This is an optimization exercise on Yosys and OpenROAD, whose aim is small area, a short achievable clock period and few clock cycles per item, not a production implementation. Only simulation tests tie the RTL to the original design; equivalence was not proved. No activity file was given, so power comes from the tool's default toggle rates.

==> flow/design.v (excerpt) <==
module eased_overlay_transition_sequencer_core (
   input  wire                       clock,
   input  wire                       reset,
   input  wire                       req_tvalid,
   output logic                      req_tready,
   input  wire  [15:0]               req_tdata,    
   input  wire  [6:0]                req_tuser,    
   output logic                      rsp_tvalid,
   input  wire                       rsp_tready,
   output logic [eots_pkg::RSP_W-1:0] rsp_tdata,
   input  wire                       csr_write_enable,
   input  wire  [1:0]                csr_index,
   input  wire  [16:0]               csr_wdata
);
export LEC_CHECK = 0
export CAP_MARGIN = 20
export CORE_MARGIN = 2
export CORE_UTILIZATION = 60
export CTS_BUF_LIST = sky130_fd_sc_hd__clkbuf_4
export PLACE_DENSITY = 0.75
export SETUP_SLACK_MARGIN = 3.5
export SLEW_MARGIN = 20
create_clock -name core_clock -period 8.0 [get_ports {clock}]
run.sh (not shown) runs the stock make flow with config.mk's settings and CLKGATE_MAP_FILE= SYNTH_SCRIPT=/design/flow/synth_recipe.tcl, a recipe that flattens the netlist after the stock synthesis.
Testbench counts at the start, summed over its fixed seeds: cycles 7,468, items 7,142.
Change:
--- a/flow/design.v
+++ b/flow/design.v
@@ -66,59 +66,45 @@
       r2 = {r, 1'b0};
       t  = {1'b0, r2} - {2'b00, d};
       if (!t[17]) div_step = {t[15:0], q[14:0], 1'b1};
       else        div_step = {r2[15:0], q[14:0], 1'b0};
    endfunction
    logic [31:0] s1, s2;
    logic [15:0] l_rem, l_quo;
    always_comb begin
       s1 = div_step(rem, quo, len_q);
       s2 = div_step(s1[31:16], s1[15:0], len_q);
    end
    always_comb begin
-      l_rem = 16'd16;
-      l_quo = 16'd0;
-      if (len[15:5] == 11'd0) begin
-         unique case (len[4:0])
-            5'd2:  begin l_quo = 16'd8; l_rem = 16'd0; end
-            5'd3:  begin l_quo = 16'd5; l_rem = 16'd1; end
-            5'd4:  begin l_quo = 16'd4; l_rem = 16'd0; end
-            5'd5:  begin l_quo = 16'd3; l_rem = 16'd1; end
-            5'd6:  begin l_quo = 16'd2; l_rem = 16'd4; end
-            5'd7:  begin l_quo = 16'd2; l_rem = 16'd2; end
-            5'd8:  begin l_quo = 16'd2; l_rem = 16'd0; end
-            5'd9:  begin l_quo = 16'd1; l_rem = 16'd7; end
-            5'd10: begin l_quo = 16'd1; l_rem = 16'd6; end
-            5'd11: begin l_quo = 16'd1; l_rem = 16'd5; end
-            5'd12: begin l_quo = 16'd1; l_rem = 16'd4; end
-            5'd13: begin l_quo = 16'd1; l_rem = 16'd3; end
-            5'd14: begin l_quo = 16'd1; l_rem = 16'd2; end
-            5'd15: begin l_quo = 16'd1; l_rem = 16'd1; end
-            5'd16: begin l_quo = 16'd1; l_rem = 16'd0; end
-            default: begin
-            end
-         endcase
+      if (len[15:3] != 13'd0 || len[2:0] >= 3'd5) begin
+         l_rem = 16'd4; l_quo = 16'd0;
+      end else if (len[2:0] == 3'd2) begin
+         l_rem = 16'd0; l_quo = 16'd2;
+      end else if (len[2:0] == 3'd3) begin
+         l_rem = 16'd1; l_quo = 16'd1;
+      end else begin
+         l_rem = 16'd0; l_quo = 16'd1;
       end
    end
    always_ff @(posedge clock) begin
       if (start) begin
          len_q <= len;
          rem   <= l_rem;
          quo   <= l_quo;
       end else if (cnt_ff != 3'd0) begin
          rem <= s2[31:16];
          quo <= s2[15:0];
       end
       if (reset)      cnt_ff <= 3'd0;
-      else if (start) cnt_ff <= 3'd6;
+      else if (start) cnt_ff <= 3'd7;
       else if (cnt_ff != 3'd0) cnt_ff <= cnt_ff - 3'd1;
    end
 endmodule
 `default_nettype wire
 `default_nettype none
 module eots_sq (
    input  wire [14:0] x,
    input  wire        hi,
    output wire [15:0] y
 );
    wire q_s1 = (x[0] & x[9]) ^ (x[1] & x[8]);
    wire q_c2 = (x[0] & x[9]) & (x[1] & x[8]);
@@ -684,25 +670,25 @@
    output logic                      req_tready,
    input  wire  [15:0]               req_tdata,    
    input  wire  [6:0]                req_tuser,    
    output logic                      rsp_tvalid,
    input  wire                       rsp_tready,
    output logic [eots_pkg::RSP_W-1:0] rsp_tdata,
    input  wire                       csr_write_enable,
    input  wire  [1:0]                csr_index,
    input  wire  [16:0]               csr_wdata
 );
    localparam int PW = eots_pkg::PW;
    localparam logic [PW-1:0] ONE = eots_pkg::ONE;
-   localparam int DL = 7;
+   localparam int DL = 8;
    localparam logic [2:0] T_TICK     = 3'd0;
    localparam logic [2:0] T_CLOSE    = 3'd1;
    localparam logic [2:0] T_OPEN     = 3'd2;
    localparam logic [2:0] T_COMPLETE = 3'd3;
    localparam logic [2:0] T_CANCEL   = 3'd4;
    localparam logic [2:0] T_NOP      = 3'd5;
    localparam logic [2:0] T_EMPTY    = 3'd7;
    localparam logic [2:0] U_KEEP     = 3'd0;    
    localparam logic [2:0] U_OPEN     = 3'd1;    
    localparam logic [2:0] U_CLOSE    = 3'd2;    
    localparam logic [2:0] U_CANCEL   = 3'd3;    
    localparam logic [2:0] U_COMPLETE = 3'd4;    
Die area stays flat.
Register-to-register slack hardly moves.
Setup slack gets worse by 9.5 ps.
First-iteration DRC count hardly moves.
Design area went down by 0.90%.
Clock-buffer cell count is higher by 13.
Total power increases by 1.4%.
Flip-flop and latch count went up by 3.
Testbench counts after the change, summed over its fixed seeds: cycles 7,504, items 7,142.

re-timing with driven ports:
The results above use ideal ports. As a check the final layouts listed here were re-extracted and re-timed, cells and wires unchanged.
Step 1 (the two cells are an assumption about what drives the block):
set clk [get_ports {clock}]
set_driving_cell -lib_cell sky130_fd_sc_hd__clkbuf_16 $clk
set_driving_cell -lib_cell sky130_fd_sc_hd__buf_2 [delete_from_list [all_inputs] $clk]
Step 2 also shifts input and output timing later by t, the mid clock arrival at the registers, as if the neighbouring blocks saw the same clock.
Three values: no drivers, after step 1, after step 2; two values: the first two.
| run | t (ns) | setup slack, ns | clock arrival spread, ns | pins driven straight from the clock port |
|---|---|---|---|---|
| the first run | 0.895 | 3.097 / 3.097 / 2.875 | 0.080 / 0.080 | 1 |
| the second run | 0.897 | 3.088 / 3.088 / 2.847 | 0.066 / 0.066 | 1 |
After both steps every run listed still meets setup and hold. The setup slack of the second run, which loses most, moves by 0.000 ns with the drivers and by -0.241 ns with both steps.
